Source: an optimization exercise on an open RTL-to-GDS flow (aim: small area and a short achievable clock period). Production flows keep margins and buffers that such runs may drop.
Where RTL was checked, it was by simulation tests only, not by an equivalence proof against the original.
Only the layout flow was run in runs 1, 3 and 4; the RTL was not checked for function there.
Power figures rest on the tool's default switching activity, not on a simulated workload.

File: config.mk
export PLATFORM = sky130hd
export DESIGN_NAME = melody_player
export DESIGN_NICKNAME = melody_player
export VERILOG_FILES = /design/flow/design.v
export SDC_FILE = /design/flow/constraint.sdc
export NUM_CORES = 4
export LEC_CHECK = 0
export CAP_MARGIN = 20
export CORE_MARGIN = 2
export CORE_UTILIZATION = 40
export CTS_CLUSTER_DIAMETER = 80
export CTS_CLUSTER_SIZE = 24
export SETUP_SLACK_MARGIN = 3.5
export SLEW_MARGIN = 20
export SYNTH_HIERARCHICAL = 1
export SYNTH_MINIMUM_KEEP_SIZE = 0
File: constraint.sdc
create_clock -name core_clock -period 6.0 [get_ports {clk}]
set_input_delay 1.2000 -clock core_clock [delete_from_list [all_inputs] [get_ports {clk}]]
set_output_delay 1.2000 -clock core_clock [all_outputs]
set_load 0.01 [all_outputs]
File: design.v
module melody_player_rcell (
    input  logic s,
    input  logic sn,
    input  logic a,
    input  logic b,
    output logic y
);
    assign y = ~((sn | a) & (s | b));
endmodule
module melody_player_rcell0 (
    input  logic s,
    input  logic sn,
    input  logic a,
    input  logic b,
    output logic y
);
    assign y = (sn | a) & (s | b);
endmodule
module melody_player #(
    parameter int  NOTES    = 32,
    parameter int  HP_W     = 20,
    parameter int  DUR_W    = 16,
    parameter int  TICK_DIV = 16,
    parameter int  GAP_W    = 16,
    localparam int AW       = $clog2(NOTES)
) (
    input  logic             clk,
    input  logic             rst_n,
    input  logic             enable,
    input  logic             mode_loop,
    input  logic             octave_down,
    input  logic [AW:0]      seq_len,
    input  logic [GAP_W-1:0] gap_ticks,
    input  logic             wr_en,
    input  logic [AW-1:0]    wr_addr,
    input  logic [HP_W-1:0]  wr_half,
    input  logic [DUR_W-1:0] wr_dur,
    output logic             tone,
    output logic             busy,
    output logic [AW-1:0]    step,
    output logic             done
);
    localparam int PW = $clog2(TICK_DIV);
    localparam int MW = HP_W + DUR_W;
    localparam int RL = 15;
    logic [HP_W-1:0] hm_in;
    always_comb begin
        for (int i = 0; i < HP_W; i++)
            hm_in[i] = wr_half[i] ^ ~(|(wr_half & HP_W'((1 << i) - 1)));
    end
    logic [MW-1:0] wd;
    assign wd = {hm_in, wr_dur};
    logic [MW-1:0] mem0, mem16;
    always_ff @(posedge clk) begin
        if (wr_en && wr_addr == 5'd0)  mem0  <= wd;
        if (wr_en && wr_addr == 5'd16) mem16 <= wd;
    end
    logic [RL-1:0][MW-1:0] ra;
    logic [RL-1:0][MW-1:0] rb;
    logic [3:0]    q;         
    logic [3:0] wpos;
    always_comb begin
        case ({wr_addr[3:0], q})
            8'h00: wpos = 4'd1;
            8'h01: wpos = 4'd2;
            8'h02: wpos = 4'd3;
            8'h03: wpos = 4'd4;
            8'h04: wpos = 4'd5;
            8'h05: wpos = 4'd6;
            8'h06: wpos = 4'd7;
            8'h07: wpos = 4'd8;
            8'h08: wpos = 4'd9;
            8'h09: wpos = 4'd10;
            8'h0a: wpos = 4'd11;
            8'h0b: wpos = 4'd12;
            8'h0c: wpos = 4'd13;
            8'h0d: wpos = 4'd14;
            8'h0e: wpos = 4'd0;
            8'h0f: wpos = 4'd1;
            8'h10: wpos = 4'd2;
            8'h11: wpos = 4'd3;
            8'h12: wpos = 4'd4;
            8'h13: wpos = 4'd5;
            8'h14: wpos = 4'd6;
            8'h15: wpos = 4'd7;
            8'h16: wpos = 4'd8;
            8'h17: wpos = 4'd9;
            8'h18: wpos = 4'd10;
            8'h19: wpos = 4'd11;
            8'h1a: wpos = 4'd12;
            8'h1b: wpos = 4'd13;
            8'h1c: wpos = 4'd14;
            8'h1d: wpos = 4'd0;
            8'h1e: wpos = 4'd1;
            8'h1f: wpos = 4'd2;
            8'h20: wpos = 4'd3;
            8'h21: wpos = 4'd4;
            8'h22: wpos = 4'd5;
            8'h23: wpos = 4'd6;
            8'h24: wpos = 4'd7;
            8'h25: wpos = 4'd8;
            8'h26: wpos = 4'd9;
            8'h27: wpos = 4'd10;
            8'h28: wpos = 4'd11;
            8'h29: wpos = 4'd12;
            8'h2a: wpos = 4'd13;
            8'h2b: wpos = 4'd14;
            8'h2c: wpos = 4'd0;
            8'h2d: wpos = 4'd1;
            8'h2e: wpos = 4'd2;
            8'h2f: wpos = 4'd3;
            8'h30: wpos = 4'd4;
            8'h31: wpos = 4'd5;
            8'h32: wpos = 4'd6;
            8'h33: wpos = 4'd7;
            8'h34: wpos = 4'd8;
            8'h35: wpos = 4'd9;
            8'h36: wpos = 4'd10;
            8'h37: wpos = 4'd11;
            8'h38: wpos = 4'd12;
            8'h39: wpos = 4'd13;
            8'h3a: wpos = 4'd14;
            8'h3b: wpos = 4'd0;
            8'h3c: wpos = 4'd1;
            8'h3d: wpos = 4'd2;
            8'h3e: wpos = 4'd3;
            8'h3f: wpos = 4'd4;
            8'h40: wpos = 4'd5;
            8'h41: wpos = 4'd6;
            8'h42: wpos = 4'd7;
            8'h43: wpos = 4'd8;
            8'h44: wpos = 4'd9;
            8'h45: wpos = 4'd10;
            8'h46: wpos = 4'd11;
            8'h47: wpos = 4'd12;
            8'h48: wpos = 4'd13;
            8'h49: wpos = 4'd14;
            8'h4a: wpos = 4'd0;
            8'h4b: wpos = 4'd1;
            8'h4c: wpos = 4'd2;
            8'h4d: wpos = 4'd3;
            8'h4e: wpos = 4'd4;
            8'h4f: wpos = 4'd5;
            8'h50: wpos = 4'd6;
            8'h51: wpos = 4'd7;
            8'h52: wpos = 4'd8;
            8'h53: wpos = 4'd9;
            8'h54: wpos = 4'd10;
            8'h55: wpos = 4'd11;
            8'h56: wpos = 4'd12;
            8'h57: wpos = 4'd13;
            8'h58: wpos = 4'd14;
            8'h59: wpos = 4'd0;
            8'h5a: wpos = 4'd1;
            8'h5b: wpos = 4'd2;
            8'h5c: wpos = 4'd3;
            8'h5d: wpos = 4'd4;
            8'h5e: wpos = 4'd5;
            8'h5f: wpos = 4'd6;
            8'h60: wpos = 4'd7;
            8'h61: wpos = 4'd8;
            8'h62: wpos = 4'd9;
            8'h63: wpos = 4'd10;
            8'h64: wpos = 4'd11;
            8'h65: wpos = 4'd12;
            8'h66: wpos = 4'd13;
            8'h67: wpos = 4'd14;
            8'h68: wpos = 4'd0;
            8'h69: wpos = 4'd1;
            8'h6a: wpos = 4'd2;
            8'h6b: wpos = 4'd3;
            8'h6c: wpos = 4'd4;
            8'h6d: wpos = 4'd5;
            8'h6e: wpos = 4'd6;
            8'h6f: wpos = 4'd7;
            8'h70: wpos = 4'd8;
            8'h71: wpos = 4'd9;
            8'h72: wpos = 4'd10;
            8'h73: wpos = 4'd11;
            8'h74: wpos = 4'd12;
            8'h75: wpos = 4'd13;
            8'h76: wpos = 4'd14;
            8'h77: wpos = 4'd0;
            8'h78: wpos = 4'd1;
            8'h79: wpos = 4'd2;
            8'h7a: wpos = 4'd3;
            8'h7b: wpos = 4'd4;
            8'h7c: wpos = 4'd5;
            8'h7d: wpos = 4'd6;
            8'h7e: wpos = 4'd7;
            8'h7f: wpos = 4'd8;
            8'h80: wpos = 4'd9;
            8'h81: wpos = 4'd10;
            8'h82: wpos = 4'd11;
            8'h83: wpos = 4'd12;
            8'h84: wpos = 4'd13;
            8'h85: wpos = 4'd14;
            8'h86: wpos = 4'd0;
            8'h87: wpos = 4'd1;
            8'h88: wpos = 4'd2;
            8'h89: wpos = 4'd3;
            8'h8a: wpos = 4'd4;
            8'h8b: wpos = 4'd5;
            8'h8c: wpos = 4'd6;
            8'h8d: wpos = 4'd7;
            8'h8e: wpos = 4'd8;
            8'h8f: wpos = 4'd9;
            8'h90: wpos = 4'd10;
            8'h91: wpos = 4'd11;
            8'h92: wpos = 4'd12;
            8'h93: wpos = 4'd13;
            8'h94: wpos = 4'd14;
            8'h95: wpos = 4'd0;
            8'h96: wpos = 4'd1;
            8'h97: wpos = 4'd2;
            8'h98: wpos = 4'd3;
            8'h99: wpos = 4'd4;
            8'h9a: wpos = 4'd5;
            8'h9b: wpos = 4'd6;
            8'h9c: wpos = 4'd7;
            8'h9d: wpos = 4'd8;
            8'h9e: wpos = 4'd9;
            8'h9f: wpos = 4'd10;
            8'ha0: wpos = 4'd11;
            8'ha1: wpos = 4'd12;
            8'ha2: wpos = 4'd13;
            8'ha3: wpos = 4'd14;
            8'ha4: wpos = 4'd0;
            8'ha5: wpos = 4'd1;
            8'ha6: wpos = 4'd2;
            8'ha7: wpos = 4'd3;
            8'ha8: wpos = 4'd4;
            8'ha9: wpos = 4'd5;
            8'haa: wpos = 4'd6;
            8'hab: wpos = 4'd7;
            8'hac: wpos = 4'd8;
            8'had: wpos = 4'd9;
            8'hae: wpos = 4'd10;
            8'haf: wpos = 4'd11;
            8'hb0: wpos = 4'd12;
            8'hb1: wpos = 4'd13;
            8'hb2: wpos = 4'd14;
            8'hb3: wpos = 4'd0;
            8'hb4: wpos = 4'd1;
            8'hb5: wpos = 4'd2;
            8'hb6: wpos = 4'd3;
            8'hb7: wpos = 4'd4;
            8'hb8: wpos = 4'd5;
            8'hb9: wpos = 4'd6;
            8'hba: wpos = 4'd7;
            8'hbb: wpos = 4'd8;
            8'hbc: wpos = 4'd9;
            8'hbd: wpos = 4'd10;
            8'hbe: wpos = 4'd11;
            8'hbf: wpos = 4'd12;
            8'hc0: wpos = 4'd13;
            8'hc1: wpos = 4'd14;
            8'hc2: wpos = 4'd0;
            8'hc3: wpos = 4'd1;
            8'hc4: wpos = 4'd2;
            8'hc5: wpos = 4'd3;
            8'hc6: wpos = 4'd4;
            8'hc7: wpos = 4'd5;
            8'hc8: wpos = 4'd6;
            8'hc9: wpos = 4'd7;
            8'hca: wpos = 4'd8;
            8'hcb: wpos = 4'd9;
            8'hcc: wpos = 4'd10;
            8'hcd: wpos = 4'd11;
            8'hce: wpos = 4'd12;
            8'hcf: wpos = 4'd13;
            8'hd0: wpos = 4'd14;
            8'hd1: wpos = 4'd0;
            8'hd2: wpos = 4'd1;
            8'hd3: wpos = 4'd2;
            8'hd4: wpos = 4'd3;
            8'hd5: wpos = 4'd4;
            8'hd6: wpos = 4'd5;
            8'hd7: wpos = 4'd6;
            8'hd8: wpos = 4'd7;
            8'hd9: wpos = 4'd8;
            8'hda: wpos = 4'd9;
            8'hdb: wpos = 4'd10;
            8'hdc: wpos = 4'd11;
            8'hdd: wpos = 4'd12;
            8'hde: wpos = 4'd13;
            8'hdf: wpos = 4'd14;
            8'he0: wpos = 4'd0;
            8'he1: wpos = 4'd1;
            8'he2: wpos = 4'd2;
            8'he3: wpos = 4'd3;
            8'he4: wpos = 4'd4;
            8'he5: wpos = 4'd5;
            8'he6: wpos = 4'd6;
            8'he7: wpos = 4'd7;
            8'he8: wpos = 4'd8;
            8'he9: wpos = 4'd9;
            8'hea: wpos = 4'd10;
            8'heb: wpos = 4'd11;
            8'hec: wpos = 4'd12;
            8'hed: wpos = 4'd13;
            8'hee: wpos = 4'd14;
            8'hef: wpos = 4'd0;
            8'hf0: wpos = 4'd1;
            8'hf1: wpos = 4'd2;
            8'hf2: wpos = 4'd3;
            8'hf3: wpos = 4'd4;
            8'hf4: wpos = 4'd5;
            8'hf5: wpos = 4'd6;
            8'hf6: wpos = 4'd7;
            8'hf7: wpos = 4'd8;
            8'hf8: wpos = 4'd9;
            8'hf9: wpos = 4'd10;
            8'hfa: wpos = 4'd11;
            8'hfb: wpos = 4'd12;
            8'hfc: wpos = 4'd13;
            8'hfd: wpos = 4'd14;
            8'hfe: wpos = 4'd0;
            8'hff: wpos = 4'd1;
            default: wpos = 4'd0;
        endcase
    end
    logic          pv;
    logic [AW-1:0] pa;
    logic [MW-1:0] pd;
    logic [RL-1:0] hit_a, hit_b;
    always_ff @(posedge clk) begin
        pv <= wr_en && (wr_addr[3:0] != 4'd0);
        pa <= wr_addr;
        pd <= wd;
        for (int p = 0; p < RL; p++) begin
            hit_a[p] <= wr_en && (wr_addr[3:0] != 4'd0) && !wr_addr[4] && (wpos == 4'(p));
            hit_b[p] <= wr_en && (wr_addr[3:0] != 4'd0) &&  wr_addr[4] && (wpos == 4'(p));
        end
    end
    logic [RL-1:0][MW-1:0] na;
    logic [RL-1:0][MW-1:0] nb;
    for (genvar gi = 0; gi < MW; gi++) begin : g_bit0
        logic ba, bb, ya, yb;
        assign ba = ra[RL-1][gi];
        assign bb = rb[RL-1][gi];
        melody_player_rcell0 ca (.s(hit_a[0]), .sn(!hit_a[0]), .a(pd[gi]), .b(ba), .y(ya));
        melody_player_rcell0 cb (.s(hit_b[0]), .sn(!hit_b[0]), .a(pd[gi]), .b(bb), .y(yb));
        assign na[0][gi] = ya;
        assign nb[0][gi] = yb;
    end
    for (genvar gp = 1; gp < RL; gp++) begin : g_pos
        for (genvar gi = 0; gi < MW; gi++) begin : g_bit
            logic wi, ba, bb, ya, yb;
            assign wi = (gp % 2) ? pd[gi] : !pd[gi];
            assign ba = ra[gp-1][gi];
            assign bb = rb[gp-1][gi];
            melody_player_rcell ca (.s(hit_a[gp]), .sn(!hit_a[gp]), .a(wi), .b(ba), .y(ya));
            melody_player_rcell cb (.s(hit_b[gp]), .sn(!hit_b[gp]), .a(wi), .b(bb), .y(yb));
            assign na[gp][gi] = ya;
            assign nb[gp][gi] = yb;
        end
    end
    always_ff @(posedge clk) begin
        q <= (q >= 4'd14) ? 4'd0 : q + 4'd1;
        ra <= na;
        rb <= nb;
    end
    logic [3:0] tap_l;
    assign tap_l = ~q;
    logic             busy_r, gap_r, hold_r;
    logic [AW-1:0]    step_r;
    logic             tone_r, done_r;
    logic [PW-1:0]    presc;
    logic [HP_W:0]    hreload;   
    logic [HP_W:0]    hcnt;      
    logic             rest;      
    logic [DUR_W-1:0] cnt;       
    logic [MW-1:0]    pn;        
    logic [AW-1:0] tgt;       
    always_ff @(posedge clk) begin
        if (wr_en && wr_addr == tgt)
            pn <= wd;
        else if (pv && pa == tgt)
            pn <= pd;
        else if (tgt[3:0] == 4'd0)
            pn <= mem16;
        else if (tgt[3:0] == tap_l)
            pn <= tgt[4] ? rb[RL-1] : ra[RL-1];
    end
    logic tick_r;              
    logic playing, idle, tick, last, step_end, adv, gap_nz, gap_done;
    assign playing  = busy_r && !gap_r;
    assign idle     = !busy_r && !hold_r;
    assign tick     = tick_r;
    assign last     = (cnt[DUR_W-1:1] == '0);
    assign step_end = playing && tick && last;
    assign adv      = !(&step_r) && ({1'b0, tgt} < seq_len);
    assign gap_nz   = (gap_ticks != '0);
    assign gap_done = (cnt >= gap_ticks);
    logic [MW-1:0]    ent;
    logic [HP_W-1:0]  ent_hm;
    logic [DUR_W-1:0] ent_dur;
    logic [HP_W:0]    ent_h;
    assign ent     = (playing && adv) ? pn : mem0;
    assign ent_hm  = ent[MW-1:DUR_W];
    assign ent_dur = ent[DUR_W-1:0];
    assign ent_h   = octave_down ? {ent_hm, 1'b1} : {1'b0, ent_hm};
    logic load;
    assign load = !playing || step_end;
    logic hz;
    assign hz = (hcnt == hreload);
    logic pn_rest, m0_rest;
    assign pn_rest = &pn[MW-1:DUR_W];
    assign m0_rest = &mem0[MW-1:DUR_W];
    always_ff @(posedge clk) begin
        presc <= busy_r ? presc + PW'(1) : '0;
        tick_r <= busy_r && (presc == PW'(TICK_DIV - 2));
        if (load) begin
            hreload <= ent_h;
            hcnt    <= '0;
            rest    <= (playing && adv) ? pn_rest : m0_rest;
        end else begin
            hcnt    <= hz ? '0 : hcnt + (HP_W+1)'(1);
        end
        if (playing) begin
            if (step_end)
                cnt <= (!adv && mode_loop && gap_nz) ? DUR_W'(1) : ent_dur;
            else if (tick)
                cnt <= cnt - DUR_W'(1);
        end else if (gap_r && busy_r) begin
            if (tick)
                cnt <= gap_done ? ent_dur : cnt + DUR_W'(1);
        end else begin
            cnt <= ent_dur;
        end
        gap_r <= busy_r ? (gap_r ? !(tick && gap_done) : (step_end && !adv && mode_loop && gap_nz))
                        : 1'b0;
    end
    always_ff @(posedge clk or negedge rst_n) begin
        if (!rst_n) begin
            busy_r <= 1'b0;
            hold_r <= 1'b0;
            step_r <= '0;
            tgt    <= AW'(1);
            tone_r <= 1'b0;
            done_r <= 1'b0;
        end else if (!enable) begin
            busy_r <= 1'b0;
            hold_r <= 1'b0;
            step_r <= '0;
            tgt    <= AW'(1);
            tone_r <= 1'b0;
            done_r <= 1'b0;
        end else begin
            done_r <= step_end && !adv && !mode_loop;
            if (idle) begin
                busy_r <= 1'b1;
                step_r <= '0;
                tgt    <= AW'(1);
                tone_r <= 1'b0;
            end else if (playing) begin
                tone_r <= !step_end && !rest && (tone_r ^ hz);
                if (step_end) begin
                    if (adv) begin
                        step_r <= tgt;
                        tgt    <= tgt + AW'(1);
                    end
                    else if (!mode_loop) begin
                        busy_r <= 1'b0;
                        hold_r <= 1'b1;
                    end else if (!gap_nz) begin
                        step_r <= '0;
                        tgt    <= AW'(1);
                    end
                end
            end else if (busy_r) begin
                tone_r <= 1'b0;
                if (tick && gap_done) begin
                    step_r <= '0;
                    tgt    <= AW'(1);
                end
            end
        end
    end
    assign tone = tone_r;
    assign busy = busy_r;
    assign step = step_r;
    assign done = done_r;
endmodule
File: flow/run.sh
#!/bin/bash
# Layout flow: the standard ORFS flow (standard.sh) with two changes:
#  - buffer_ports makes the port buffers of plain buffers (buf_2) rather than
#    the delay cells it picks by default;
#  - the half and full adder cells join the platform's DONT_USE_CELLS, so
#    synthesis leaves adders as plain gates for abc (ORFS's own behaviour when
#    those cells are on the list) and no later step places them.
# The make output goes to flow_standard.log; ORFS's own logs are under orfs/logs.
set -euo pipefail
export BUFFER_PORTS_ARGS="-buffer_cell sky130_fd_sc_hd__buf_2"
PLATFORM_DONT_USE="sky130_fd_sc_hd__probe_p_8 sky130_fd_sc_hd__probec_p_8 sky130_fd_sc_hd__lpflow_bleeder_1 sky130_fd_sc_hd__lpflow_clkbufkapwr_1 sky130_fd_sc_hd__lpflow_clkbufkapwr_16 sky130_fd_sc_hd__lpflow_clkbufkapwr_2 sky130_fd_sc_hd__lpflow_clkbufkapwr_4 sky130_fd_sc_hd__lpflow_clkbufkapwr_8 sky130_fd_sc_hd__lpflow_clkinvkapwr_1 sky130_fd_sc_hd__lpflow_clkinvkapwr_16 sky130_fd_sc_hd__lpflow_clkinvkapwr_2 sky130_fd_sc_hd__lpflow_clkinvkapwr_4 sky130_fd_sc_hd__lpflow_clkinvkapwr_8 sky130_fd_sc_hd__lpflow_decapkapwr_12 sky130_fd_sc_hd__lpflow_decapkapwr_3 sky130_fd_sc_hd__lpflow_decapkapwr_4 sky130_fd_sc_hd__lpflow_decapkapwr_6 sky130_fd_sc_hd__lpflow_decapkapwr_8 sky130_fd_sc_hd__lpflow_inputiso0n_1 sky130_fd_sc_hd__lpflow_inputiso0p_1 sky130_fd_sc_hd__lpflow_inputiso1n_1 sky130_fd_sc_hd__lpflow_inputiso1p_1 sky130_fd_sc_hd__lpflow_inputisolatch_1 sky130_fd_sc_hd__lpflow_isobufsrc_1 sky130_fd_sc_hd__lpflow_isobufsrc_16 sky130_fd_sc_hd__lpflow_isobufsrc_2 sky130_fd_sc_hd__lpflow_isobufsrc_4 sky130_fd_sc_hd__lpflow_isobufsrc_8 sky130_fd_sc_hd__lpflow_isobufsrckapwr_16 sky130_fd_sc_hd__lpflow_lsbuf_lh_hl_isowell_tap_1 sky130_fd_sc_hd__lpflow_lsbuf_lh_hl_isowell_tap_2 sky130_fd_sc_hd__lpflow_lsbuf_lh_hl_isowell_tap_4 sky130_fd_sc_hd__lpflow_lsbuf_lh_isowell_4 sky130_fd_sc_hd__lpflow_lsbuf_lh_isowell_tap_1 sky130_fd_sc_hd__lpflow_lsbuf_lh_isowell_tap_2 sky130_fd_sc_hd__lpflow_lsbuf_lh_isowell_tap_4"
ADDERS="sky130_fd_sc_hd__ha_1 sky130_fd_sc_hd__ha_2 sky130_fd_sc_hd__ha_4 sky130_fd_sc_hd__fa_1 sky130_fd_sc_hd__fa_2 sky130_fd_sc_hd__fa_4"
bash standard.sh "DONT_USE_CELLS=$PLATFORM_DONT_USE $ADDERS" finish > flow_standard.log 2>&1
File: standard.sh
#!/bin/bash
# synth_recipe.tcl (not shown) runs the flow's synth.tcl, then flattens the netlist and writes it again
# the make line also repeats each setting of config.mk as NAME=value (left out here)
make -C /OpenROAD-flow-scripts/flow DESIGN_CONFIG=/design/flow/config.mk WORK_HOME=/design/flow/orfs CLKGATE_MAP_FILE= SYNTH_SCRIPT=/design/flow/synth_recipe.tcl "${@:-finish}"
==> results of run 1 <==
power groups by stage:
stage / sequential, mW / clock [mW] / combinational [mW]
after floorplan: 12.6 / 0 / 1.82
final: 12.7 / 5.16 / 2.63
after global placement: 12.8 / 0 / 2.39
after CTS: 12.7 / 5.21 / 2.53
after detailed placement: 12.8 / 0 / 2.46
after global routing: 12.9 / 5.56 / 2.87
final cells by class:
type	count	area share
Clock inverter	15	0.00435
Inverter	95	0.00774
Tap cell	1380	0.0357
Sequential cell	1343	0.589
Multi-Input combinational cell	1996	0.283
Timing Repair Buffer	250	0.0424
Clock buffer	82	0.0372
repair_timing:
item / CTS / global route
pin swaps: 32 / 27
buffers inserted: 41 / 40
setup endpoints to repair: 314 / 201
gates resized for setup: 101 / 112
cloned: 6 / 7
registers in the layout (all words and copies together) (netlist names), 4 cells and up:
name and count:
hreload 21, step_r 5, mem16 36, mem0 36
pn 36, hcnt 21, presc 4, cnt 16
pd 36, hit_a 15, pa 5, q 4
tgt 5, ra 540, hit_b 15, rb 540
critical path, delay by kind of cell:
family | cells | cell delay, ns
AND/OR/NAND/NOR | 5 | 1.40
AO/OA/AOI/OAI | 1 | 0.10
buffers and inverters | 7 | 0.77
XOR/XNOR | 1 | 0.17
Yosys stat by module (local to each module, per instance):
module	flops+latches	times used	cell area (µm²)
melody_player_rcell0	0	72	8.76
melody_player_rcell	0	1008	6.26
melody_player	1343	1	35000
metal layers:
metal	vias up	wire, µm	share of wire
li1	14000	-	-
met1	15500	57900	0.43
met2	1198	64200	0.48
met3	248	8770	0.065
met4	0	3910	0.029
met5	-	0	0
metrics by stage:
stage	instances	total power [mW]	hold slack, ns	setup WS (ns)
finish	5161	20.5	0.404	2.85
global route	5161	21.3	0.416	2.81
CTS	5114	20.4	0.406	2.92
detailed placement	4970	15.3	0.407	1.92
global placement	4970	15.2	0.403	1.98
floorplan	3516	14.4	0.402	2.27
worst paths after layout:
| check | start | end | cells after the start |
|---|---|---|---|
| hold / removal | ra[322] | ra[358] | 1 |
| setup reg to reg | cnt[12] | cnt[11] | 9 |
| min in group asynchronous | rst_n | hold_r | 1 |
| hold reg to reg | ra[322] | ra[358] | 1 |
| max in group asynchronous | rst_n | tgt[0] | 1 |
| setup / recovery | wr_half[2] | pn[30] | 14 |
cells in the mapped netlist (4+ instances only):
master,n
xnor2_1,55
and4_1,8
nor4_1,13
nor2b_1,17
o221ai_1,10
nor3_1,22
xor2_1,51
nand2b_1,16
maj3_1,5
dfxtp_1,1183
and2_1,5
dfrtp_1,13
o22ai_1,1014
o21ai_0,81
inv_1,91
o21bai_1,4
nand3_1,33
buf_1,14
o22a_1,72
mux2_2,11
buf_2,9
a21oi_1,65
nand3b_1,4
mux2i_1,92
and3_1,12
a31oi_1,4
a21o_1,5
nor2_1,140
or2_2,4
o41ai_1,5
or3_1,5
a221oi_1,8
edfxtp_1,146
clkbuf_1,69
nand2_1,94
a211oi_1,39
or4_1,5
o211ai_1,11
nand4_1,24
logic make-up (layout without fill, tap and decap cells):
| kind of cell | Yosys count | after routing | synth area share |
|---|---|---|---|
| compound gates | 1356 | 1357 | 0.208 |
| xor+xnor | 107 | 107 | 0.0225 |
| fa+ha+maj | 5 | 5 | 0.00119 |
| buf+inv | 187 | 442 | 0.0170 |
| flops | 1343 | 1343 | 0.678 |
| mux | 103 | 103 | 0.0249 |
| simple gates | 415 | 424 | 0.0486 |
==> results.txt, run 1 <==
Setup CP Type: in2reg
Reg power frac: 0.619
CTS tree: done
commonest non-fill, non-tap cell in the layout: dfxtp_1
final antenna-violating net count: 0
Fillers: 9410
worst-path fanout max: 2
post-synthesis sequential area ratio: 0.678
async set-or-reset flop fraction in the synthesized netlist: 0.0104
slew margin rel.: 0.321
layout cells sized above 1: 0.142
Cell Chain, Critical Path: buf_6, or4_4, nor4_4, or4b_4, buf_4, buf_6, buf_6, buf_6, buf_6, buf_6, nor2_4, xor2_2, nand2_1, o21ai_1
Worst Skew: 0.0314 ns
pin count of the biggest net entering global routing: 74
Synth cell types: 73
Top FF cell, synth: dfxtp_1
core area: 104000 µm²
clock sink count: 1343
Psw: 5.12 mW
maximum vdd drop: 0.228 mV
yosys warns: 7
Multi-input gate area: 13700 µm²
Final Hold Vio Count: 0
Std-Cell Rows: 118
Tot GR Track Use: 0.238
most used cell, CP: buf_6
Longest Clk Path Bufs: 3
# DRC: 0
Post-Syn Area: 41900 µm²
vias in the first global route: 29300
I/O Buffers: 76
Global Route met2 Usage: 0.397
vias post-DR: 31000
max incr delay on CP: 0.55 ns
Starting Density: 0.404
die area: 107000 µm²
combinational power share: 0.128
post-synth top area cell: dfxtp_1
Final Cycle Share: 0.525
most crowded layer after global routing: met2
# H-tree levels: 3
most frequent cells in the layout: dfxtp_1 (1152), o22ai_1 (1013), edfxtp_1 (146)
clk slew on worst S/H paths: 0.10 ns
diode count: 0
LEAKAGE: 17.8 nW
syn_area_per_cell: 11.9 µm²
Layout Nets: 3824
Placed Area: 44600 µm²
Clock power frac: 0.252
DP HPWL: 74600 µm
Final Instance Area: 48300 µm²
Slowest-stage cell, CP: or4_4
number of hold buffers added after cts: 0
FF/Latch Area: 28500 µm²
# IOs: 77
die height: 328 µm
Die Width: 328 µm
status: no timing/DRC/antenna violations
Synth area leaders: dfxtp_1 (56%), o22ai_1 (15%), edfxtp_1 (10%)
Setup-failing EPs final: 0
Routability Congestion: 0.851
root buffer cell: clkbuf_16
worst skew pair latency: 0.67 ns
fmax: 317 MHz
GRT met1 Usage: 0.319
Pwr per Cell Area: 424 nW/µm²
WP data required: 6.50 ns
Layout area overhead: 15.3%
Post-Syn Instances: 3516
Final Max Slew Viols: 0
Synth Register Bits: 1343
sw frac: 0.250
Worst setup EP type: register
Arr. time, crit path: 3.65 ns
Max Cap Viol: 0
r2r setup slk: 3.31 ns
hold crit path type: reg2reg
routing usage on met3: 0.0371
cts bufs inserted: 69
first drt pass iteration count: 5
first-pass GRT wire length: 194000 µm
via/cell ratio: 6.01
total gr overflow: 0
routed wire length: 135000 µm
initial antenna violation count: 1
Critical Path Source Type: input pin
internal power consumption: 15.4 mW
area share of the largest cell type after synthesis: 0.565
total negative setup slack: 0 ns
DR WL/cell: 26.1 µm
Post-Route Utilization: 0.466
1st-iter DRT viols: 3029
slew at the pin closest to its max-slew limit: 1.02 ns
shortest period the worst path allows: 3.15 ns
unrepaired setup endpoints after global routing: yes
Synth Net Count: 3585
number of synthesized flops with an enable pin: 146
==> run 2: changes to the inputs <==
--- a/design.v
+++ b/design.v
@@ -43,13 +43,8 @@
     localparam int PW = $clog2(TICK_DIV);
     localparam int MW = HP_W + DUR_W;
     localparam int RL = 15;
-    logic [HP_W-1:0] hm_in;
-    always_comb begin
-        for (int i = 0; i < HP_W; i++)
-            hm_in[i] = wr_half[i] ^ ~(|(wr_half & HP_W'((1 << i) - 1)));
-    end
     logic [MW-1:0] wd;
-    assign wd = {hm_in, wr_dur};
+    assign wd = {wr_half, wr_dur};
     logic [MW-1:0] mem0, mem16;
     always_ff @(posedge clk) begin
         if (wr_en && wr_addr == 5'd0)  mem0  <= wd;
@@ -400,23 +395,23 @@
     assign ent     = (playing && adv) ? pn : mem0;
     assign ent_hm  = ent[MW-1:DUR_W];
     assign ent_dur = ent[DUR_W-1:0];
-    assign ent_h   = octave_down ? {ent_hm, 1'b1} : {1'b0, ent_hm};
+    assign ent_h   = octave_down ? {ent_hm, 1'b0} : {1'b0, ent_hm};
     logic load;
     assign load = !playing || step_end;
     logic hz;
     assign hz = (hcnt == hreload);
     logic pn_rest, m0_rest;
-    assign pn_rest = &pn[MW-1:DUR_W];
-    assign m0_rest = &mem0[MW-1:DUR_W];
+    assign pn_rest = ~|pn[MW-1:DUR_W];
+    assign m0_rest = ~|mem0[MW-1:DUR_W];
     always_ff @(posedge clk) begin
         presc <= busy_r ? presc + PW'(1) : '0;
         tick_r <= busy_r && (presc == PW'(TICK_DIV - 2));
         if (load) begin
             hreload <= ent_h;
-            hcnt    <= '0;
+            hcnt    <= (HP_W+1)'(1);
             rest    <= (playing && adv) ? pn_rest : m0_rest;
         end else begin
-            hcnt    <= hz ? '0 : hcnt + (HP_W+1)'(1);
+            hcnt    <= hz ? (HP_W+1)'(1) : hcnt + (HP_W+1)'(1);
         end
         if (playing) begin
             if (step_end)
==> run 2 against run 1 <==
Effect of this change: global-route usage increased by 0.37 points; cell count down 1.2%; synthesized cell count fell by 0.80%; critical path type unchanged; sequential share of layout area grew 1.0 points; highest routed layer unchanged; maximum frequency rose by 17%; design area down 1.7%; register-to-register slack improved by 0.02 ns.
==> results.txt, run 2 <==
status: no timing/DRC/antenna violations
largest registers: ra x540, rb x540
Longest Clk Path Bufs: 3
Cell Chain, Critical Path: buf_2, xor2_2, nor3_2, a2111oi_4, buf_4, nor3b_2, a311oi_2, buf_4, nor2b_4, o22ai_2
worst skew pair latency: 0.66 ns
Tot GR Track Use: 0.242
top-count cell post-synth: dfxtp_1
CTS tree: done
# IOs: 77
core area: 104000 µm²
most frequent cells in the layout: dfxtp_1 (1153), o22ai_1 (1017), edfxtp_1 (146)
initial antenna violation count: 0
Critical Path Source Type: input pin
commonest non-fill, non-tap cell in the layout: dfxtp_1
cts bufs inserted: 67
slew at the pin closest to its max-slew limit: 1.12 ns
Synth Net Count: 3557
# H-tree levels: 3
routed wire length: 135000 µm
Final Max Slew Viols: 0
total negative setup slack: 0 ns
async set-or-reset flop fraction in the synthesized netlist: 0.0104
unrepaired setup endpoints after global routing: yes
post-synth top area cell: dfxtp_1
# DRC: 0
via/cell ratio: 6.08
post-synthesis sequential area ratio: 0.680
Starting Density: 0.403
Std-Cell Rows: 118
die height: 327 µm
total gr overflow: 0
top post-synthesis cells by count: dfxtp_1 (1183), o22ai_1 (1018), edfxtp_1 (146)
slew margin rel.: 0.252
Layout Nets: 3763
max incr delay on CP: 0.41 ns
shortest period the worst path allows: 2.70 ns
yosys warns: 7
Placed Area: 44300 µm²
Post-Syn Area: 41800 µm²
pin count of the biggest net entering global routing: 74
final antenna-violating net count: 0
R2R cell count: 9
Post-Route Utilization: 0.458
number of synthesized flops with an enable pin: 146
first drt pass iteration count: 5
WP data required: 6.39 ns
layout cells sized above 1: 0.129
Synth area leaders: dfxtp_1 (57%), o22ai_1 (15%), edfxtp_1 (10%)
Fillers: 9398
Layout area overhead: 13.6%
hold crit path type: reg2reg
Setup-failing EPs final: 0
Synth cell types: 94
reg2reg start: cnt[11]
Post-Syn Instances: 3488
cell depth of the worst min-delay path: 1
Max Cap Viol: 0
fmax: 371 MHz
die area: 107000 µm²
Multi-input gate area: 13300 µm²
Worst Skew: 0.0256 ns
vias in the first global route: 29400
I/O Buffers: 76
worst-path fanout max: 6
Worst path top cell family by delay: compound AO/OA/AOI/OAI gates
vias post-DR: 31000
r2r setup slk: 3.33 ns
Final Instance Area: 47500 µm²
clk slew on worst S/H paths: 0.10 ns
Final Hold Vio Count: 0
LEAKAGE: 17.6 nW
FF/Latch Area: 28500 µm²
first-pass GRT wire length: 195000 µm
Arr. time, crit path: 3.09 ns
area share of the largest cell type after synthesis: 0.567
Pwr per Cell Area: 418 nW/µm²
Top FF cell, synth: dfxtp_1
clock sink count: 1343
Die Width: 327 µm
most used cell, CP: buf_4
diode count: 0
DP HPWL: 73600 µm
Final Hold Slack: 0.401 ns
syn_area_per_cell: 12.0 µm²
DR WL/cell: 26.6 µm
Synth Register Bits: 1343
root buffer cell: clkbuf_16
worst hold start: rb[10]
maximum vdd drop: 0.222 mV
Worst setup EP type: register
Worst Hold End: rb[46]
Buf/Inv on CP: 3
Setup CP Type: in2reg
Final Cycle Share: 0.450
Routability Congestion: 0.860
1st-iter DRT viols: 2924
Slowest-stage cell, CP: a2111oi_4
r2r endpoint: cnt[5]
-- run 2: cell count changes in the layout (fill, tap and decap cells not counted), moves of 13 or more --
cell / before / now
mux2i_1: 67 / 89
buf_6: 34 / 15
xnor2_1: 51 / 24
o21ai_0: 57 / 70
o21ai_1: 17 / 4
mux2i_2: 19 / 4
-- run 2: routing by layer --
metal / global-route usage / wire length (µm)
met1: 0.328 / 57000
met5: 0 / 0
met3: 0.0429 / 10800
met4: 0.0700 / 3650
met2: 0.397 / 63900
-- run 2: layout make-up --
cell class                      instances  area share
Clock inverter                         11     0.00261
Sequential cell                      1343       0.599
Multi-Input combinational cell       1963       0.281
Clock buffer                           82      0.0371
Timing Repair Buffer                  222      0.0357
Inverter                               97     0.00801
Tap cell                             1380      0.0364
-- run 2: timing repair --
item,CTS,global route
hold buffers,0,0
setup endpoints to repair,289,222
pin swaps,23,24
hold endpoints to repair,0,0
gates cloned,5,2
buffers inserted,31,29
resized for setup,81,82
-- run 2: per-stage QoR --
stage	std cells	setup slack [ns]	power (mW)
4_1_cts	5067	3.39	19.8
2_1_floorplan	3488	2.96	14.1
3_5_place_dp	4938	2.09	14.8
6_report	5098	3.30	19.9
3_3_place_gp	4938	2.07	14.8
5_1_grt	5098	3.23	20.7
-- run 2: how the worst max path moves through the flow --
| stage | from | end | slack, ns | cells past startpoint |
|---|---|---|---|---|
| after global placement | seq_len[0] | hreload[1] | 2.07 | 8 |
| after global routing | gap_ticks[11] | cnt[5] | 3.23 | 10 |
| after CTS | gap_ticks[6] | cnt[9] | 3.39 | 9 |
| final | gap_ticks[11] | cnt[5] | 3.30 | 10 |
| after detailed placement | seq_len[0] | hreload[5] | 2.09 | 8 |
| after floorplan | gap_ticks[0] | cnt[12] | 2.96 | 8 |
-- run 2: Yosys stat by module (local to each module, per instance) --
module	area, µm²	cells
melody_player_rcell	6.26	1
melody_player_rcell0	8.76	1
melody_player	34900	2408
-- run 2: report_power, final --
part | internal [mW] | switching (mW) | total (mW)
combinational | 1.24 | 1.16 | 2.40
clock | 2.13 | 2.88 | 5.01
sequential | 11.6 | 0.824 | 12.4
total | 15.0 | 4.86 | 19.9
-- run 2: logic make-up (layout without fill, tap and decap cells) --
group                    after synthesis  after routing  synth area share
flip-flops                          1343           1343             0.680
AO/OA/AOI/OAI                       1375           1376             0.213
buffers and inverters                187            412            0.0188
AND/OR/NAND/NOR                      409            413            0.0485
XOR/XNOR                              71             71            0.0149
adder cells (fa/ha/maj)                5              5           0.00126
multiplexers                          98             98            0.0239
==> run 3: changes to the inputs <==
--- a/design.v
+++ b/design.v
@@ -366,6 +366,7 @@
     logic [HP_W:0]    hcnt;      
     logic             rest;      
     logic [DUR_W-1:0] cnt;       
+    logic [GAP_W-1:0] gcnt;      
     logic [MW-1:0]    pn;        
     logic [AW-1:0] tgt;       
     always_ff @(posedge clk) begin
@@ -387,7 +388,7 @@
     assign step_end = playing && tick && last;
     assign adv      = !(&step_r) && ({1'b0, tgt} < seq_len);
     assign gap_nz   = (gap_ticks != '0);
-    assign gap_done = (cnt >= gap_ticks);
+    assign gap_done = (gcnt >= gap_ticks);
     logic [MW-1:0]    ent;
     logic [HP_W-1:0]  ent_hm;
     logic [DUR_W-1:0] ent_dur;
@@ -413,17 +414,14 @@
         end else begin
             hcnt    <= hz ? (HP_W+1)'(1) : hcnt + (HP_W+1)'(1);
         end
-        if (playing) begin
-            if (step_end)
-                cnt <= (!adv && mode_loop && gap_nz) ? DUR_W'(1) : ent_dur;
-            else if (tick)
-                cnt <= cnt - DUR_W'(1);
-        end else if (gap_r && busy_r) begin
-            if (tick)
-                cnt <= gap_done ? ent_dur : cnt + DUR_W'(1);
-        end else begin
+        if (load)
             cnt <= ent_dur;
-        end
+        else if (tick)
+            cnt <= cnt - DUR_W'(1);
+        if (!gap_r)
+            gcnt <= GAP_W'(1);
+        else if (tick)
+            gcnt <= gcnt + GAP_W'(1);
         gap_r <= busy_r ? (gap_r ? !(tick && gap_done) : (step_end && !adv && mode_loop && gap_nz))
                         : 1'b0;
     end
==> run 3 against run 2 <==
Effect of this change: global-route usage fell by 0.42 points; maximum frequency fell by 7.8%; sequential cell count rose by 16; synthesized cell count fell by 0.92%; critical path depth rose by 1; setup slack got worse by 0.23 ns; still clean on timing, DRC and antenna; critical endpoint is now hreload[16]; core utilization barely moved; non-clock buffer count fell by 23; design area barely moved; routed wire length fell by 2.4%; worst hold slack improved by 0.0011 ns.
==> results.txt, run 3 <==
Synth Register Bits: 1359
DP HPWL: 73800 µm
1st-iter DRT viols: 2840
hold crit path type: reg2reg
Layout area overhead: 13.7%
Std-Cell Rows: 118
first drt pass iteration count: 6
Die Width: 327 µm
# IOs: 77
Final Max Slew Viols: 0
vias in the first global route: 28700
Cell Chain, Critical Path: buf_8, nand2b_4, maj3_2, maj3_2, maj3_2, a211oi_4, buf_6, buf_12, buf_16, mux2i_4, mux2i_1
Final Hold Slack: 0.403 ns
Max Cap Viol: 0
shortest period the worst path allows: 2.92 ns
most frequent cells in the layout: dfxtp_1 (1168), o22ai_1 (1015), edfxtp_1 (146)
top-count cell post-synth: dfxtp_1
Tot GR Track Use: 0.238
CTS tree: done
reg2reg start: tgt[0]
clock sink count: 1359
Layout Nets: 3719
non-filler cells, final: 5055
# H-tree levels: 3
clk slew on worst S/H paths: 0.09 ns
root buffer cell: clkbuf_16
Synth area leaders: dfxtp_1 (58%), o22ai_1 (15%), edfxtp_1 (11%)
Worst setup EP type: register
async set-or-reset flop fraction in the synthesized netlist: 0.0103
most used cell, CP: maj3_2
Routability Congestion: 0.830
total gr overflow: 0
number of hold buffers added after cts: 0
initial antenna violation count: 3
worst hold start: rb[420]
first-pass GRT wire length: 192000 µm
Post-Syn Instances: 3456
final antenna-violating net count: 0
Longest Clk Path Bufs: 3
Final Hold Vio Count: 0
routed wire length: 132000 µm
max incr delay on CP: 0.35 ns
DR WL/cell: 26.1 µm
Worst Setup SP: seq_len[0]
Worst Skew: 0.0285 ns
Placed Area: 44500 µm²
Setup CP Type: in2reg
post-synth top area cell: dfxtp_1
pin count of the biggest net entering global routing: 75
yosys warns: 7
Slowest-stage cell, CP: maj3_2
largest registers: ra x540, rb x540
Pwr per Cell Area: 431 nW/µm²
cts bufs inserted: 68
die height: 327 µm
core area: 103000 µm²
number of synthesized flops with an enable pin: 146
Final Cycle Share: 0.487
Total Power: 20.5 mW
I/O Buffers: 76
Synth cell types: 71
post-synthesis sequential area ratio: 0.689
status: no timing/DRC/antenna violations
fmax: 342 MHz
worst skew pair latency: 0.66 ns
LEAKAGE: 17.5 nW
Arr. time, crit path: 3.29 ns
Critical Path Source Type: input pin
Top FF cell, synth: dfxtp_1
total negative setup slack: 0 ns
cell depth of the worst min-delay path: 1
area share of the largest cell type after synthesis: 0.575
Setup-failing EPs final: 0
Synth Net Count: 3525
slew margin rel.: 0.204
commonest non-fill, non-tap cell in the layout: dfxtp_1
Final Instance Area: 47500 µm²
top post-synthesis cells by count: dfxtp_1 (1199), o22ai_1 (1015), edfxtp_1 (146)
R2R cell count: 10
maximum vdd drop: 0.217 mV
# DRC: 0
vias post-DR: 30200
WP data required: 6.37 ns
syn_area_per_cell: 12.1 µm²
Post-Syn Area: 41700 µm²
cell count after placement: 4929
Starting Density: 0.403
unrepaired setup endpoints after global routing: yes
via/cell ratio: 5.97
slew at the pin closest to its max-slew limit: 1.19 ns
die area: 107000 µm²
worst-path fanout max: 6
layout cells sized above 1: 0.113
-- run 3: cells by family (layout without fill, tap and decap cells) --
kind of cell | after synthesis | after routing | synth area share
AO/OA/AOI/OAI | 1321 | 1321 | 0.202
XOR/XNOR | 93 | 93 | 0.0195
adder cells (fa/ha/maj) | 7 | 7 | 0.00177
buffers and inverters | 171 | 386 | 0.0164
flip-flops | 1359 | 1359 | 0.689
multiplexers | 99 | 99 | 0.0238
other | 0 | 1 | 0
AND/OR/NAND/NOR | 406 | 409 | 0.0475
-- run 3: report_power, final --
| part | switching, mW | total, mW | internal (mW) | leakage (nW) |
|---|---|---|---|---|
| clock | 2.90 | 5.18 | 2.28 | 0.980 |
| combinational | 1.23 | 2.53 | 1.30 | 4.75 |
| sequential | 0.866 | 12.8 | 11.9 | 11.7 |
-- run 3: per-stage QoR --
stage | util | setup WS, ns
after floorplan | - | 2.75
after global placement | 0.430 | 2.11
after detailed placement | 0.430 | 2.11
after CTS | 0.454 | 3.09
after global routing | 0.458 | 3.02
final | 0.458 | 3.08
-- run 3: final timing paths --
check | endpoint | slack, ns
worst max-delay path | hreload[16] | 3.08
worst min-delay path | rb[456] | 0.40
worst max register to register | hreload[16] | 3.13
worst min register to register | rb[456] | 0.40
max in group asynchronous | tgt[0] | 5.28
min in group asynchronous | done_r | 0.43
-- run 3: area by class of cell --
cell class	count	area [µm²]
antenna	1	2.50
clock buffer	85	1900
clock inverter	9	101
fill	9439	56000
inverter	93	357
multi-input combinational	1929	12900
sequential	1359	28800
tap	1380	1730
timing repair buffer	199	1650
-- run 3: layer usage --
layer  track usage  wire length (µm)
met1         0.314             55100
met2         0.401             63500
met3        0.0352              9370
met4        0.0786              4140
met5             0                 0
-- run 3: worst max-delay path, delay by kind of cell --
| kind | cells | cell delay (ns) |
|---|---|---|
| AOI/OAI and AO/OA | 1 | 0.28 |
| adders and majority gates | 3 | 0.93 |
| buffers and inverters | 4 | 0.48 |
| muxes | 2 | 0.35 |
| and+or+nand+nor | 1 | 0.04 |
-- run 3: what timing repair did --
action                     in CTS  in global routing
pin swaps                       6                 18
setup endpoints to repair     230                178
cloned                          7                  4
buffers inserted                8                 12
gates resized for setup        48                 67
-- run 3: modules after synthesis (local to each module, per instance) --
| module | cells inside | flops+latches | cell area (µm²) |
|---|---|---|---|
| melody_player | 2376 | 1359 | 34800 |
| melody_player_rcell | 1 | 0 | 6.26 |
| melody_player_rcell0 | 1 | 0 | 8.76 |
==> run 4: changes to the inputs <==
--- a/design.v
+++ b/design.v
@@ -369,6 +369,23 @@
     logic [GAP_W-1:0] gcnt;      
     logic [MW-1:0]    pn;        
     logic [AW-1:0] tgt;       
+    function automatic logic [16:0] advvec(input logic [4:0] t, input logic ok);
+        logic [3:0] gth, eqh;
+        logic [7:0] gtl;
+        for (int h = 0; h < 4; h++) begin
+            gth[h] = ok && (2'(h) > t[4:3]);
+            eqh[h] = ok && (2'(h) == t[4:3]);
+        end
+        for (int l = 0; l < 8; l++)
+            gtl[l] = (3'(l) > t[2:0]);
+        advvec = {ok, gth, eqh, gtl};
+    endfunction
+    logic       av_s5;
+    logic [3:0] av_gth, av_eqh;
+    logic [7:0] av_gtl;
+    logic [16:0] av_one, av_inc;
+    assign av_one = advvec(AW'(1), 1'b1);
+    assign av_inc = advvec(tgt + AW'(1), tgt != AW'(NOTES - 1));
     always_ff @(posedge clk) begin
         if (wr_en && wr_addr == tgt)
             pn <= wd;
@@ -380,13 +397,15 @@
             pn <= tgt[4] ? rb[RL-1] : ra[RL-1];
     end
     logic tick_r;              
+    logic last_r;              
     logic playing, idle, tick, last, step_end, adv, gap_nz, gap_done;
     assign playing  = busy_r && !gap_r;
     assign idle     = !busy_r && !hold_r;
     assign tick     = tick_r;
-    assign last     = (cnt[DUR_W-1:1] == '0);
+    assign last     = last_r;
     assign step_end = playing && tick && last;
-    assign adv      = !(&step_r) && ({1'b0, tgt} < seq_len);
+    assign adv      = (seq_len[5] & av_s5) | av_gth[seq_len[4:3]]
+                    | (av_eqh[seq_len[4:3]] & av_gtl[seq_len[2:0]]);
     assign gap_nz   = (gap_ticks != '0);
     assign gap_done = (gcnt >= gap_ticks);
     logic [MW-1:0]    ent;
@@ -407,6 +426,7 @@
     always_ff @(posedge clk) begin
         presc <= busy_r ? presc + PW'(1) : '0;
         tick_r <= busy_r && (presc == PW'(TICK_DIV - 2));
+        last_r <= (cnt[DUR_W-1:1] == '0);
         if (load) begin
             hreload <= ent_h;
             hcnt    <= (HP_W+1)'(1);
@@ -431,6 +451,7 @@
             hold_r <= 1'b0;
             step_r <= '0;
             tgt    <= AW'(1);
+            {av_s5, av_gth, av_eqh, av_gtl} <= av_one;
             tone_r <= 1'b0;
             done_r <= 1'b0;
         end else if (!enable) begin
@@ -438,6 +459,7 @@
             hold_r <= 1'b0;
             step_r <= '0;
             tgt    <= AW'(1);
+            {av_s5, av_gth, av_eqh, av_gtl} <= av_one;
             tone_r <= 1'b0;
             done_r <= 1'b0;
         end else begin
@@ -446,6 +468,7 @@
                 busy_r <= 1'b1;
                 step_r <= '0;
                 tgt    <= AW'(1);
+                {av_s5, av_gth, av_eqh, av_gtl} <= av_one;
                 tone_r <= 1'b0;
             end else if (playing) begin
                 tone_r <= !step_end && !rest && (tone_r ^ hz);
@@ -453,6 +476,7 @@
                     if (adv) begin
                         step_r <= tgt;
                         tgt    <= tgt + AW'(1);
+                        {av_s5, av_gth, av_eqh, av_gtl} <= av_inc;
                     end
                     else if (!mode_loop) begin
                         busy_r <= 1'b0;
@@ -460,14 +484,15 @@
                     end else if (!gap_nz) begin
                         step_r <= '0;
                         tgt    <= AW'(1);
+                        {av_s5, av_gth, av_eqh, av_gtl} <= av_one;
                     end
                 end
             end else if (busy_r) begin
                 tone_r <= 1'b0;
-                if (tick && gap_done) begin
+                tgt    <= AW'(1);
+                {av_s5, av_gth, av_eqh, av_gtl} <= av_one;
+                if (tick && gap_done)
                     step_r <= '0;
-                    tgt    <= AW'(1);
-                end
             end
         end
     end
--- a/config.mk
+++ b/config.mk
@@ -7,7 +7,7 @@
 export LEC_CHECK = 0
 export CAP_MARGIN = 20
 export CORE_MARGIN = 2
-export CORE_UTILIZATION = 40
+export CORE_UTILIZATION = 50
 export CTS_CLUSTER_DIAMETER = 80
 export CTS_CLUSTER_SIZE = 24
 export SETUP_SLACK_MARGIN = 3.5
==> run 4 against run 3 <==
Effect of this change: global-route usage up 5.5 points; clock-buffer cell count down 2; synthesized cell count up 1.5%; clock power down 1%; core utilization up 11 points.
==> results.txt, run 4 <==
FF/Latch Area: 29200 µm²
Final Max Slew Viols: 0
number of hold buffers added after cts: 0
internal power consumption: 15.6 mW
Reg power frac: 0.620
vias in the first global route: 29400
Setup-failing EPs final: 0
DP HPWL: 81900 µm
die area: 87400 µm²
Tot GR Track Use: 0.293
root buffer cell: clkbuf_16
initial antenna violation count: 8
top-count cell post-synth: dfxtp_1
total negative setup slack: 0 ns
DR WL/cell: 26.9 µm
Synth cell types: 82
CTS tree: done
Setup CP Type: in2reg
# H-tree levels: 3
commonest non-fill, non-tap cell in the layout: dfxtp_1
area share of the largest cell type after synthesis: 0.565
GRT met1 Usage: 0.438
first drt pass iteration count: 5
# DRC: 0
Layout Nets: 3787
Post-Syn Instances: 3508
Top FF cell, synth: dfxtp_1
unrepaired setup endpoints after global routing: yes
routed wire length: 131000 µm
die height: 296 µm
Max Cap Viol: 0
vias post-DR: 30700
routing usage on met3: 0.0452
Synth area leaders: dfxtp_1 (57%), o22ai_1 (15%), edfxtp_1 (10%)
clock sink count: 1375
final antenna-violating net count: 0
Starting Density: 0.506
cts bufs inserted: 68
Psw: 5.38 mW
maximum vdd drop: 0.215 mV
Global Route met2 Usage: 0.440
via/cell ratio: 6.30
first-pass GRT wire length: 194000 µm
Clock power frac: 0.244
post-synthesis sequential area ratio: 0.686
pin count of the biggest net entering global routing: 75
combinational power share: 0.136
Critical Path Source Type: input pin
Cell Chain, Critical Path: buf_8, mux2_4, a221o_1, a31o_4, or3b_4, buf_6, a311o_2, nor2_2, a21oi_2
slew at the pin closest to its max-slew limit: 1.07 ns
layout cells sized above 1: 0.122
top post-synthesis cells by count: dfxtp_1 (1200), o22ai_1 (1013), edfxtp_1 (146)
number of synthesized flops with an enable pin: 146
async set-or-reset flop fraction in the synthesized netlist: 0.0211
Layout area overhead: 12.4%
Routability Congestion: 0.839
Synth Net Count: 3577
syn_area_per_cell: 12.1 µm²
Post-Syn Area: 42500 µm²
Post-Route Utilization: 0.569
Slowest-stage cell, CP: or3b_4
shortest period the worst path allows: 2.70 ns
slew margin rel.: 0.283
hold crit path type: reg2reg
worst skew pair latency: 0.65 ns
largest registers: ra x540, rb x540
Worst setup EP type: register
Pwr per Cell Area: 438 nW/µm²
max incr delay on CP: 0.41 ns
fmax: 371 MHz
1st-iter DRT viols: 3210
yosys warns: 7
# IOs: 77
post-synth top area cell: dfxtp_1
clk slew on worst S/H paths: 0.09 ns
status: no timing/DRC/antenna violations
Fillers: 7009
I/O Buffers: 76
Die Width: 296 µm
Final Cycle Share: 0.449
Worst Skew: 0.0280 ns
total gr overflow: 0
Final Hold Vio Count: 0
Multi-input gate area: 13200 µm²
WP data required: 6.56 ns
most frequent cells in the layout: dfxtp_1 (1170), o22ai_1 (1013), edfxtp_1 (146)
most crowded layer after global routing: met2
worst-path fanout max: 6
LEAKAGE: 17.7 nW
Std-Cell Rows: 106
sw frac: 0.257
Synth Register Bits: 1375
core area: 84000 µm²
Arr. time, crit path: 3.26 ns
Longest Clk Path Bufs: 3
## run 4: cell types whose count changed after synthesis, sizes merged, moves of 6 or more
cell | before | now
a22o | 0 | 9
nor4 | 30 | 24
a21boi | 1 | 7
o21a | 3 | 9
nor3 | 29 | 19
dfstp | 1 | 11
and2 | 22 | 29
o21ai | 59 | 69
nand3 | 29 | 17
buf | 23 | 33
## run 4: worst paths after layout
check                           start      end  slack [ns]  cells past startpoint
setup / recovery           seq_len[4]   tgt[0]        3.30                      9
hold / removal                ra[278]  ra[314]        0.41                      1
setup reg to reg                gap_r  hcnt[0]        3.54                      6
hold reg to reg               ra[278]  ra[314]        0.41                      1
max in group asynchronous       rst_n   tgt[4]        4.95                      1
min in group asynchronous       rst_n   tgt[3]        0.57                      1
## run 4: final cells by class
cell class | count | area share
antenna | 7 | 0.000366
tap | 1134 | 0.0297
multi-input combinational | 1974 | 0.277
clock inverter | 9 | 0.00254
sequential | 1375 | 0.611
timing repair buffer | 210 | 0.0343
clock buffer | 83 | 0.0385
inverter | 89 | 0.00707
## run 4: power by group through the flow
stage / Sequential (mW) / Clock, mW / Combinational (mW)
2_1_floorplan: 12.8 / 0 / 1.88
3_3_place_gp: 13.1 / 0 / 2.57
3_5_place_dp: 13.1 / 0 / 2.66
4_1_cts: 13.0 / 5.16 / 2.74
5_1_grt: 13.2 / 5.50 / 3.10
6_report: 13.0 / 5.11 / 2.85
## run 4: repair_timing
action	in CTS	in global routing
resized for setup	69	58
hold endpoints to repair	0	0
setup buffers	13	12
setup endpoints to repair	203	204
gates cloned	13	6
pin swaps	13	11
## run 4: per-module statistics from Yosys (local to each module, per instance)
module                cell area, µm²  flops+latches  cells inside
melody_player_rcell             6.26              0             1
melody_player                  35600           1375          2428
melody_player_rcell0            8.76              0             1
## run 4: cells by family after synthesis
family | share of synthesized area
and+or+nand+nor | 0.0487
AOI/OAI and AO/OA | 0.203
xor gates and xnor gates | 0.0198
DFF | 0.686
adders and majority gates | 0.00118
muxes | 0.0239
buffers and inverters | 0.0178
## run 4: metrics by stage
stage / power, mW / setup WS (ns) / cell area [µm²] / cells / hold slack, ns
global placement: 15.7 / 1.98 / 44900 / 4738 / 0.404
CTS: 20.9 / 3.31 / 47400 / 4856 / 0.400
finish: 20.9 / 3.30 / 47800 / 4881 / 0.408
floorplan: 14.7 / 2.88 / 42900 / 3508 / 0.402
global route: 21.8 / 3.28 / 47800 / 4875 / 0.420
detailed placement: 15.8 / 1.92 / 44900 / 4738 / 0.407
## run 4: routing by layer
metal | vias up | wire length (µm) | share of wire
met4 | 6 | 3060 | 0.023
met5 | - | 45 | 0.00034
met3 | 167 | 10500 | 0.080
li1 | 13900 | - | -
met2 | 1368 | 57600 | 0.44
met1 | 15300 | 60000 | 0.46
## run 4: critical path: cells and delay by family
family / cells / cell delay (ns)
simple gates: 2 / 0.55
mux: 1 / 0.28
buf+inv: 2 / 0.23
compound gates: 4 / 0.99
==> run 5: changes to the inputs <==
--- a/design.v
+++ b/design.v
@@ -397,12 +397,11 @@
             pn <= tgt[4] ? rb[RL-1] : ra[RL-1];
     end
     logic tick_r;              
-    logic last_r;              
     logic playing, idle, tick, last, step_end, adv, gap_nz, gap_done;
     assign playing  = busy_r && !gap_r;
     assign idle     = !busy_r && !hold_r;
     assign tick     = tick_r;
-    assign last     = last_r;
+    assign last     = (cnt[DUR_W-1:1] == '0);
     assign step_end = playing && tick && last;
     assign adv      = (seq_len[5] & av_s5) | av_gth[seq_len[4:3]]
                     | (av_eqh[seq_len[4:3]] & av_gtl[seq_len[2:0]]);
@@ -426,7 +425,6 @@
     always_ff @(posedge clk) begin
         presc <= busy_r ? presc + PW'(1) : '0;
         tick_r <= busy_r && (presc == PW'(TICK_DIV - 2));
-        last_r <= (cnt[DUR_W-1:1] == '0);
         if (load) begin
             hreload <= ent_h;
             hcnt    <= (HP_W+1)'(1);
@@ -489,10 +487,11 @@
                 end
             end else if (busy_r) begin
                 tone_r <= 1'b0;
-                tgt    <= AW'(1);
-                {av_s5, av_gth, av_eqh, av_gtl} <= av_one;
-                if (tick && gap_done)
+                if (tick && gap_done) begin
                     step_r <= '0;
+                    tgt    <= AW'(1);
+                    {av_s5, av_gth, av_eqh, av_gtl} <= av_one;
+                end
             end
         end
     end
--- a/config.mk
+++ b/config.mk
@@ -7,10 +7,10 @@
 export LEC_CHECK = 0
 export CAP_MARGIN = 20
 export CORE_MARGIN = 2
-export CORE_UTILIZATION = 50
+export CORE_UTILIZATION = 40
 export CTS_CLUSTER_DIAMETER = 80
 export CTS_CLUSTER_SIZE = 24
-export SETUP_SLACK_MARGIN = 3.5
+export SETUP_SLACK_MARGIN = 3.2
 export SLEW_MARGIN = 20
 export SYNTH_HIERARCHICAL = 1
 export SYNTH_MINIMUM_KEEP_SIZE = 0
==> run 5 against run 4 <==
Effect of this change: maximum frequency shrank 0.53%; synthesized cell count grew 1.3%; clock skew grew 0.0013 ns; area after synthesis grew 0.71%; core utilization shrank 12 points; first-iteration DRC count shrank 6.3%; setup slack lost 0.014 ns; critical path depth shrank 4; register-to-register slack lost 0.25 ns; critical endpoint is now pn[35].
==> results.txt, run 5 <==
most frequent cells in the layout: dfxtp_1 (1168), o22ai_1 (1013), edfxtp_1 (146)
I/O Buffers: 76
Post-Syn Instances: 3555
r2r endpoint: pn[35]
die height: 331 µm
unrepaired setup endpoints after global routing: yes
hold crit path type: reg2reg
vias in the first global route: 29400
status: no timing/DRC/antenna violations
cts bufs inserted: 68
syn_area_per_cell: 12.0 µm²
Longest Clk Path Bufs: 3
worst-path fanout max: 36
total negative setup slack: 0 ns
Starting Density: 0.402
first drt pass iteration count: 7
total gr overflow: 0
fmax: 369 MHz
Std-Cell Rows: 120
clk slew on worst S/H paths: 0.09 ns
Setup CP Type: reg2reg
Synth cell types: 83
worst hold start: ra[138]
CTS tree: done
DP HPWL: 73500 µm
Critical Path Source Type: register
Final Hold Slack: 0.394 ns
number of synthesized flops with an enable pin: 146
slew margin rel.: 0.234
area share of the largest cell type after synthesis: 0.561
Final Cycle Share: 0.452
Pwr per Cell Area: 432 nW/µm²
Slowest-stage cell, CP: mux2i_1
DR WL/cell: 25.7 µm
Synth area leaders: dfxtp_1 (56%), o22ai_1 (15%), edfxtp_1 (10%)
Layout Nets: 3762
clock sink count: 1374
non-filler cells, final: 5119
Cell Chain, Critical Path: buf_4, mux2i_1, a211oi_1, a21oi_1, o21ai_0
number of hold buffers added after cts: 0
Layout area overhead: 10.9%
final antenna-violating net count: 0
routed wire length: 131000 µm
root buffer cell: clkbuf_16
WP data required: 6.38 ns
cell depth of the worst min-delay path: 1
slew at the pin closest to its max-slew limit: 1.15 ns
Worst Skew: 0.0292 ns
Setup-failing EPs final: 0
die area: 110000 µm²
r2r setup slk: 3.29 ns
largest registers: ra x540, rb x540
# H-tree levels: 3
Worst Hold End: ra[174]
R2R cell count: 5
Multi-input gate area: 13300 µm²
FF/Latch Area: 29200 µm²
Post-Syn Area: 42800 µm²
Synth Register Bits: 1374
post-synthesis sequential area ratio: 0.680
first-pass GRT wire length: 193000 µm
core area: 107000 µm²
Buf/Inv on CP: 1
top post-synthesis cells by count: dfxtp_1 (1199), o22ai_1 (1014), edfxtp_1 (146)
max incr delay on CP: 0.73 ns
yosys warns: 7
layout cells sized above 1: 0.0988
reg2reg start: tgt[4]
Tot GR Track Use: 0.231
initial antenna violation count: 5
# DRC: 0
cell count after placement: 5024
Final Hold Vio Count: 0
Top FF cell, synth: dfxtp_1
post-synth top area cell: dfxtp_1
LEAKAGE: 17.4 nW
1st-iter DRT viols: 3009
async set-or-reset flop fraction in the synthesized netlist: 0.0211
pin count of the biggest net entering global routing: 74
Worst path top cell family by delay: multiplexers
maximum vdd drop: 0.214 mV
Fillers: 9863
Die Width: 331 µm
Worst setup EP type: register
Setup WS pre-CTS: 2.20 ns
top-count cell post-synth: dfxtp_1
setup ws final: 3.29 ns
vias post-DR: 31000
Routability Congestion: 0.837
Arr. time, crit path: 3.09 ns
Total Power: 20.5 mW
worst skew pair latency: 0.66 ns
via/cell ratio: 6.07
Synth Net Count: 3624
Final Max Slew Viols: 0
commonest non-fill, non-tap cell in the layout: dfxtp_1
shortest period the worst path allows: 2.71 ns
Max Cap Viol: 0
# IOs: 77
==> run 5: changes by cell type in the layout (fill, tap and decap cells not counted), moves of 15 or more <==
cell      change
o21ai_1      -42
o21ai_0      +39
buf_4        -37
mux2i_1      +29
inv_1        -28
nor3_1       +17
nor3_2       +17
clkinv_1     +15
nor2_1       -15
==> run 5: kinds of logic (layout without fill, tap and decap cells) <==
group                      after synthesis  in the layout  share of synthesized area
AOI/OAI and AO/OA                     1358           1358                      0.205
xor gates and xnor gates                94             94                     0.0192
muxes                                  111            111                     0.0264
buffers and inverters                  176            335                     0.0162
adders and majority gates                2              2                   0.000468
other                                    0              1                          0
DFF                                   1374           1374                      0.680
and+or+nand+nor                        440            441                     0.0526
==> run 5: cell type report <==
| cell class | instances | area share |
|---|---|---|
| Inverter | 87 | 0.00688 |
| Multi-Input combinational cell | 2006 | 0.281 |
| Sequential cell | 1374 | 0.614 |
| Clock inverter | 11 | 0.00271 |
| Timing Repair Buffer | 156 | 0.0210 |
| Clock buffer | 81 | 0.0373 |
| Antenna cell | 1 | 0.0000527 |
| Tap cell | 1403 | 0.0370 |
==> run 5: report_power, final <==
| group | internal (mW) | leakage (nW) | switching [mW] |
|---|---|---|---|
| logic | 1.28 | 4.57 | 1.23 |
| clock network | 2.18 | 0.929 | 2.90 |
| registers | 12.0 | 11.9 | 0.870 |
| total | 15.5 | 17.4 | 5.00 |
==> run 5: worst max-delay path by stage <==
| stage | slack [ns] | cells past startpoint | endpoint | start |
|---|---|---|---|---|
| detailed placement | 2.20 | 7 | tgt[0] | seq_len[4] |
| global placement | 2.23 | 7 | tgt[0] | seq_len[4] |
| CTS | 3.23 | 7 | tgt[4] | gap_ticks[12] |
| finish | 3.29 | 5 | pn[35] | tgt[4] |
| floorplan | 3.00 | 8 | step_r[2] | gap_ticks[12] |
| global route | 3.19 | 6 | cnt[10] | cnt[1] |
==> run 5: metrics by stage <==
| stage | instance area (µm²) | util |
|---|---|---|
| after global routing | 47500 | 0.445 |
| after CTS | 47400 | 0.445 |
| final | 47500 | 0.445 |
| after floorplan | 43200 | - |
| after global placement | 45500 | 0.427 |
| after detailed placement | 45500 | 0.427 |
==> run 5: layer usage <==
metal / vias to the layer above / global-route usage / part of all wire
li1: 14000 / - / -
met1: 15600 / 0.313 / 0.44
met2: 1140 / 0.380 / 0.46
met3: 251 / 0.0410 / 0.069
met4: 6 / 0.0660 / 0.029
met5: - / 0 / 0.00052
==> run 5: what timing repair did <==
| item | 4_1_cts | 5_1_grt |
|---|---|---|
| gates cloned | 0 | 1 |
| pin swaps | 0 | 2 |
| setup buffers | 0 | 1 |
| resized for setup | 8 | 8 |
| setup endpoints to repair | 92 | 76 |
==> run 5: Yosys stat by module (local to each module, per instance) <==
module                area, µm²  times used  cells inside
melody_player             35900           1          2475
melody_player_rcell0       8.76          72             1
melody_player_rcell        6.26        1008             1

## re-timing with driven ports
The results above use ideal ports. As a check the final layouts listed here were re-extracted and re-timed, cells and wires unchanged. Step 1 (the two cells are an assumption about what drives the block):
set clk [get_ports {clk}]
set_driving_cell -lib_cell sky130_fd_sc_hd__clkbuf_16 $clk
set_driving_cell -lib_cell sky130_fd_sc_hd__buf_2 [delete_from_list [all_inputs] $clk]
Step 2 times the ports against the registers' clock, not the clock port: input delays grow and output delays shrink by t, the midpoint of the rising clock arrivals with the driver on. a / b / c = ideal / step 1 / step 2; a / b = the first two.
run | shift t [ns] | setup WS [ns] | worst setup path after step 2 | worst register clock-pin slew, ns | worst data-port slew with drivers (ns)
run 1 | 0.726 | 2.850 / 2.886 / 2.160 | input to register | 0.10 / 0.10 | 0.19
run 2 | 0.732 | 3.303 / 3.327 / 2.599 | input to register | 0.10 / 0.10 | 0.07
run 3 | 0.714 | 3.076 / 3.100 / 2.386 | input to register | 0.10 / 0.10 | 0.15
run 4 | 0.702 | 3.303 / 3.328 / 2.626 | input to register | 0.10 / 0.10 | 0.16
run 5 | 0.714 | 3.289 / 3.289 / 2.620 | input to register | 0.10 / 0.10 | 0.14
After both steps setup and hold are still met in every run listed. The setup slack of run 2, which loses most, moves by +0.024 ns with the drivers and by -0.704 ns with both steps.
